This is an optimization exercise on Yosys and OpenROAD, whose aim is small area, not a production implementation. The RTL was checked by simulation tests, not by an equivalence proof against the original design. No activity file was given, so power comes from the tool's default toggle rates.

==> design.v <==
module decode_writeback #(
    parameter logic [63:0] RSP_RESET = 64'h0000_0000_0000_0200
) (
    input  logic         clock,
    input  logic         reset,
    input  logic [3:0]   icode,
    input  logic [3:0]   rA,
    input  logic [3:0]   rB,
    input  logic         halt_in,
    input  logic         cnd,
    input  logic [63:0]  valE,
    input  logic [63:0]  valM,
    output logic [3:0]   srcA,
    output logic [3:0]   srcB,
    output logic [3:0]   dstE,
    output logic [3:0]   dstM,
    output logic [63:0]  valA,
    output logic [63:0]  valB,
    output logic [1:0]   stat
);
    localparam logic [3:0] RegNone = 4'hF;
    localparam logic [3:0] RegRsp  = 4'h4;
    localparam logic [3:0] IHalt  = 4'h0;
    localparam logic [3:0] ICmov  = 4'h2;
    localparam logic [3:0] IIrmov = 4'h3;
    localparam logic [3:0] IRmmov = 4'h4;
    localparam logic [3:0] IMrmov = 4'h5;
    localparam logic [3:0] IOp    = 4'h6;
    localparam logic [3:0] ICall  = 4'h8;
    localparam logic [3:0] IRet   = 4'h9;
    localparam logic [3:0] IPush  = 4'hA;
    localparam logic [3:0] IPop   = 4'hB;
    typedef enum logic [1:0] {
        StatAok = 2'b00,
        StatHlt = 2'b01,
        StatIns = 2'b10
    } statT;
    statT        statReg;
    statT        nextStat;
    logic        commit;
    logic [63:0] regs [0:14];
    always_comb begin
        srcA = RegNone;
        srcB = RegNone;
        dstE = RegNone;
        dstM = RegNone;
        case (icode)
            ICmov:  begin srcA = rA; dstE = cnd ? rB : RegNone; end
            IIrmov: begin dstE = rB; end
            IRmmov: begin srcA = rA; srcB = rB; end
            IMrmov: begin srcB = rB; dstM = rA; end
            IOp:    begin srcA = rA; srcB = rB; dstE = rB; end
            ICall:  begin srcB = RegRsp; dstE = RegRsp; end
            IRet:   begin srcA = RegRsp; srcB = RegRsp; dstE = RegRsp; end
            IPush:  begin srcA = rA; srcB = RegRsp; dstE = RegRsp; end
            IPop:   begin srcA = RegRsp; srcB = RegRsp; dstE = RegRsp; dstM = rA; end
            default: ;
        endcase
    end
    always_comb begin
        valA = (srcA == RegNone) ? 64'd0 : regs[srcA];
        valB = (srcB == RegNone) ? 64'd0 : regs[srcB];
    end
    always_comb begin
        nextStat = statReg;
        if (statReg == StatAok) begin
            if (icode > 4'hB)
                nextStat = StatIns;
            else if (halt_in || icode == IHalt)
                nextStat = StatHlt;
        end
    end
    assign commit = (statReg == StatAok) && (nextStat == StatAok);
    assign stat   = statReg;
    always_ff @(posedge clock) begin
        if (reset)
            statReg <= StatAok;
        else
            statReg <= nextStat;
    end
    always_ff @(posedge clock) begin
        if (reset) begin
            for (int i = 0; i < 15; i++)
                regs[i] <= (i == 4) ? RSP_RESET : 64'd0;
        end else if (commit) begin
            if (dstE != RegNone)
                regs[dstE] <= valE;
            if (dstM != RegNone)
                regs[dstM] <= valM;
        end
    end
endmodule
==> run.sh <==
#!/bin/bash
# synth_recipe.tcl (not shown) runs the flow's synth.tcl, then flattens the netlist and writes it again
# the make line also repeats each setting of config.mk as NAME=value (left out here)
make -C /OpenROAD-flow-scripts/flow DESIGN_CONFIG=/design/flow/config.mk WORK_HOME=/design/flow/orfs CLKGATE_MAP_FILE= SYNTH_SCRIPT=/design/flow/synth_recipe.tcl finish
==> config.mk <==
export PLATFORM = sky130hd
export DESIGN_NAME = decode_writeback
export DESIGN_NICKNAME = decode_writeback
export VERILOG_FILES = /design/flow/design.v
export SDC_FILE = /design/flow/constraint.sdc
export NUM_CORES = 4
export LEC_CHECK = 0
export CAP_MARGIN = 20
export CORE_MARGIN = 2
export CORE_UTILIZATION = 30
export SLEW_MARGIN = 20
==> constraint.sdc <==
create_clock -name core_clock -period 8.0 [get_ports {clock}]
set_input_delay 1.6000 -clock core_clock [delete_from_list [all_inputs] [get_ports {clock}]]
set_output_delay 1.6000 -clock core_clock [all_outputs]
set_load 0.01 [all_outputs]
==> impl_metrics.prom <==
# TYPE chip_impl_metric gauge
chip_impl_info{name="status",value="complete, no violations"} 1
chip_impl_metric{name="dpl.hpwl",unit="um"} 163000
chip_impl_metric{name="drv_slew",unit=""} 0
chip_impl_metric{name="report.final.setup_viol",unit=""} 0
chip_impl_metric{name="wire_per_inst",unit="um"} 34.6
chip_impl_metric{name="grt_antenna_before_repair",unit=""} 47
chip_impl_metric{name="cts_sinks",unit=""} 1026
chip_impl_metric{name="post-place-ws",unit="ps"} 638
chip_impl_metric{name="drt_first_iter_violations",unit=""} 8940
chip_impl_metric{name="fp.dieW",unit="um"} 447
chip_impl_info{name="cp_common_cell",value="sky130_fd_sc_hd__clkdlybuf4s50_1"} 1
chip_impl_metric{name="tightest_slew",unit="ps"} 1290
chip_impl_metric{name="slew_headroom",unit="%"} 14.1
chip_impl_metric{name="cts_resized",unit=""} 0
chip_impl_metric{name="floorplan.initialDensity",unit="%"} 30.2
chip_impl_metric{name="static_leakage",unit="nW"} 24.3
chip_impl_metric{name="netlist_area_before_placement",unit="um^2"} 58800
chip_impl_metric{name="vdd_drop_max",unit="uV"} 169
chip_impl_metric{name="hold_depth",unit=""} 2
chip_impl_metric{name="final_weighted_congestion_of_routability_driven_global_placement",unit=""} 0.927
chip_impl_info{name="crit_chain",value="clkdlybuf4s50_1 -> nor2_1 -> o31ai_4 -> inv_8 -> buf_4 -> mux2i_1 -> o22ai_1 -> or3_1 -> or4_1 -> clkdlybuf4s50_1"} 1
chip_impl_metric{name="grt-ovfl-total",unit=""} 0
chip_impl_info{name="synth.top_cells.by_count",value="1,024 x sky130_fd_sc_hd__edfxtp_1, 1,021 x sky130_fd_sc_hd__a22o_1, 608 x sky130_fd_sc_hd__clkbuf_1"} 1
chip_impl_metric{name="worst-r2r-cell-count",unit=""} 7
chip_impl_metric{name="grt_start_max_net_pins",unit=""} 148
chip_impl_metric{name="num-nets-final",unit=""} 5606
chip_impl_info{name="worst_hold_startpoint",value="statReg[0]"} 1
chip_impl_metric{name="cts_max_path_buffers",unit=""} 3
chip_impl_metric{name="clkLatencyLatePin",unit="ps"} 790
chip_impl_metric{name="avgSynthCellArea",unit="um^2"} 10.6
chip_impl_metric{name="vias_in_the_first_global_route",unit=""} 51400
chip_impl_metric{name="timing.hold.ws",unit="ps"} 570
chip_impl_metric{name="synthesis.instances",unit=""} 5531
chip_impl_metric{name="grt.total_usage",unit="%"} 27.1
chip_impl_metric{name="fp.dieH",unit="um"} 447
chip_impl_info{name="synth_most_common_cell",value="sky130_fd_sc_hd__edfxtp_1"} 1
chip_impl_info{name="synth_top_area_cell",value="sky130_fd_sc_hd__edfxtp_1"} 1
chip_impl_info{name="ff_to_ff_start",value="statReg[0]"} 1
chip_impl_info{name="most_area_consuming_cells_after_synthesis",value="sky130_fd_sc_hd__edfxtp_1 52%, sky130_fd_sc_hd__a22o_1 15%, sky130_fd_sc_hd__mux2i_1 4.7%"} 1
chip_impl_metric{name="postSynthRegisterBits",unit=""} 1026
chip_impl_info{name="hold_end",value="statReg[0]"} 1
chip_impl_metric{name="path_clk_slew",unit="ps"} 60
chip_impl_metric{name="drt-total-wl",unit="um"} 284000
chip_impl_metric{name="design.die.area",unit="um^2"} 200000
chip_impl_metric{name="postPlaceCellArea",unit="um^2"} 64900
chip_impl_metric{name="global_route_wire_length_before_repair",unit="um"} 389000
chip_impl_metric{name="post-route-period-util",unit="%"} 94.4
chip_impl_info{name="worstHoldPathType",value="reg2reg"} 1
chip_impl_metric{name="timing.setup.tns",unit="ps"} 0
chip_impl_metric{name="finalInstanceArea",unit="um^2"} 68500
chip_impl_metric{name="yosys_warnings",unit=""} 1
chip_impl_metric{name="vias",unit=""} 54700
chip_impl_metric{name="cts_setup_buffers",unit=""} 0
chip_impl_metric{name="slowest_delay",unit="ps"} 670
chip_impl_metric{name="core-area",unit="um^2"} 195000
chip_impl_metric{name="final.setup.worst_slack",unit="ps"} 447
chip_impl_metric{name="share_of_cells_above_drive_strength_1",unit="%"} 8.28
chip_impl_metric{name="final_core_utilization",unit="%"} 35.1
chip_impl_metric{name="worst_ep_required_time",unit="ps"} 6400
chip_impl_metric{name="htree_num_levels",unit=""} 3
chip_impl_metric{name="cts_hold_buf",unit=""} 0
chip_impl_metric{name="synth_top_cell_area_share",unit="%"} 52.3
chip_impl_info{name="critical_path_class",value="in2out"} 1
chip_impl_info{name="crit-reg2reg-capture",value="regs[3][50]"} 1
chip_impl_metric{name="post-route-drc-count",unit=""} 0
chip_impl_info{name="end_kind",value="output port"} 1
chip_impl_info{name="critical_path.startpoint_type",value="primary input"} 1
chip_impl_metric{name="worstPathMaxFanout",unit=""} 40
chip_impl_metric{name="detail_route.vias_per_cell",unit=""} 6.67
chip_impl_metric{name="cellPowerDensity",unit="nW/um^2"} 193
chip_impl_metric{name="io_buffer_count",unit=""} 289
chip_impl_metric{name="async_reset_ff_share",unit="%"} 0
chip_impl_metric{name="max-cap-violations",unit=""} 0
chip_impl_metric{name="layout_stage_area_growth_over_the_synthesis_result",unit="%"} 16.4
chip_impl_info{name="timing.critical_path.slowest_stage_cell",value="sky130_fd_sc_hd__clkdlybuf4s50_1"} 1
chip_impl_metric{name="setup.reg_to_reg.worst_slack",unit="ps"} 3780
chip_impl_metric{name="final_period_minus_worst_setup_slack",unit="ps"} 7550
chip_impl_info{name="clockRootBuffer",value="sky130_fd_sc_hd__clkbuf_16"} 1
chip_impl_metric{name="final_antenna_net_count",unit=""} 0
chip_impl_metric{name="number_of_flops_mapped_to_enable_cells_by_yosys",unit=""} 1024
chip_impl_metric{name="rows",unit=""} 162
chip_impl_metric{name="i_o_pins",unit=""} 290
chip_impl_info{name="dominantRegCellSynth",value="sky130_fd_sc_hd__edfxtp_1"} 1
chip_impl_info{name="tritoncts_clock_tree",value="done"} 1
chip_impl_metric{name="worst_clock_skew",unit="ps"} 27.6
chip_impl_metric{name="synth_sequential_area_ratio",unit="%"} 52.3
chip_impl_metric{name="finalHoldViolCount",unit=""} 0
chip_impl_metric{name="detail_route.first_pass.iterations",unit=""} 9
chip_impl_metric{name="crit_arrival",unit="ps"} 5950
chip_impl_info{name="grt_setup_unrepaired",value="false"} 1
chip_impl_metric{name="cts-buffers-inserted",unit=""} 111
chip_impl_metric{name="netlist-cell-type-count",unit=""} 59
chip_impl_metric{name="maxClockFrequency",unit="MHz"} 132
==> layout by cell type, fill, tap and decap left out, drive strengths merged, types with 6 or more instances in the layout <==
cell type,synthesis,routed
o21ai,34,34
bufinv,0,9
a31oi,63,63
or4,61,61
clkbuf,608,142
or2,6,6
a22oi,181,181
nand2,599,599
clkinv,0,50
clkdlybuf4s50,0,287
nor4,60,60
nand3,135,135
inv,19,21
nor2,285,285
mux2i,276,276
a221o,108,108
conb,1,64
edfxtp,1024,1024
buf,144,220
or3,76,76
nand2b,6,6
a221oi,118,118
a22o,1021,1021
nor3,124,124
a21oi,379,379
o22ai,153,153
diode,0,24
==> per-layer routing <==
layer / track usage [%] / share of wire (%) / vias to the layer above
met5: 0 / 0.085 / -
met4: 18.8 / 7.5 / 36
met3: 8.14 / 14 / 1175
met2: 40.8 / 43 / 4919
met1: 33.3 / 35 / 26800
li1: - / - / 21700
==> through the flow <==
| step | power, W | std cells |
|---|---|---|
| after CTS | 0.0131 | 8177 |
| after global placement | 0.00808 | 7971 |
| after floorplan | 0.00723 | 5594 |
| final | 0.0132 | 8201 |
| after detailed placement | 0.00811 | 7973 |
| after global routing | 0.0135 | 8194 |
==> registers in the layout (all words and copies together), names as in the netlist <==
signal   cells
statReg      2
regs      1024
==> logic make-up (layout without fill, tap and decap cells) <==
logic type / Yosys count / count (layout) / synth area share, %
buffers and inverters: 771 / 730 / 5.13
DFF: 1026 / 1026 / 52.3
muxes: 278 / 278 / 4.73
other: 1 / 88 / 0.00637
and+or+nand+nor: 1374 / 1374 / 10.5
AOI/OAI and AO/OA: 2081 / 2081 / 27.3
==> how the worst max path moves through the flow <==
stage / endpoint / slack [ps] / depth (start not counted) / start
global placement: valA[18] / 670 / 10 / icode[1]
CTS: valA[18] / 650 / 10 / icode[1]
global route: valA[14] / 410 / 10 / icode[1]
floorplan: regs[4][0] / 40 / 7 / reset
detailed placement: valA[18] / 640 / 10 / icode[1]
finish: valA[18] / 450 / 10 / icode[1]
==> where the power goes <==
group | internal [W] | switching, W
registers | 0.00613 | 0.000140
logic | 0.000563 | 0.00124
clock network | 0.00285 | 0.00232
==> area by class of cell <==
cell class | count | area, um^2
antenna | 24 | 60.1
clock buffer | 142 | 2890
clock inverter | 62 | 617
fill | 19200 | 127000
inverter | 19 | 87.6
multi-input combinational | 3797 | 25800
sequential | 1026 | 30800
tap | 2624 | 3280
timing repair buffer | 507 | 4960
==> critical path: cells and delay by family <==
| kind | cells | cell delay (ps) |
|---|---|---|
| muxes | 1 | 250 |
| and+or+nand+nor | 3 | 1560 |
| buffers and inverters | 4 | 2150 |
| AOI/OAI and AO/OA | 2 | 330 |

-- port drivers added, routing unchanged --
The flow's constraints put no driver on any port. The routed layout listed below was extracted and timed again, unchanged, in two steps.
Step 1 sets driving cells, clkbuf_16 on the clock port and buf_2 on the other inputs (assumed; they add their load-dependent delay and slew).
Step 2 also shifts input and output timing later by t, the mid clock arrival at the registers, as if the neighbouring blocks saw the same clock.
a / b / c = ideal / step 1 / step 2; a / b = the first two.
shift t [ns]: 0.856
setup slack, ns: 0.447 / 0.420 / 0.420
worst slew at a driven data input, ns: 0.29
After both steps setup and hold are still met in this run. The setup slack of this run moves by -0.027 ns with the drivers and by -0.027 ns with both steps.
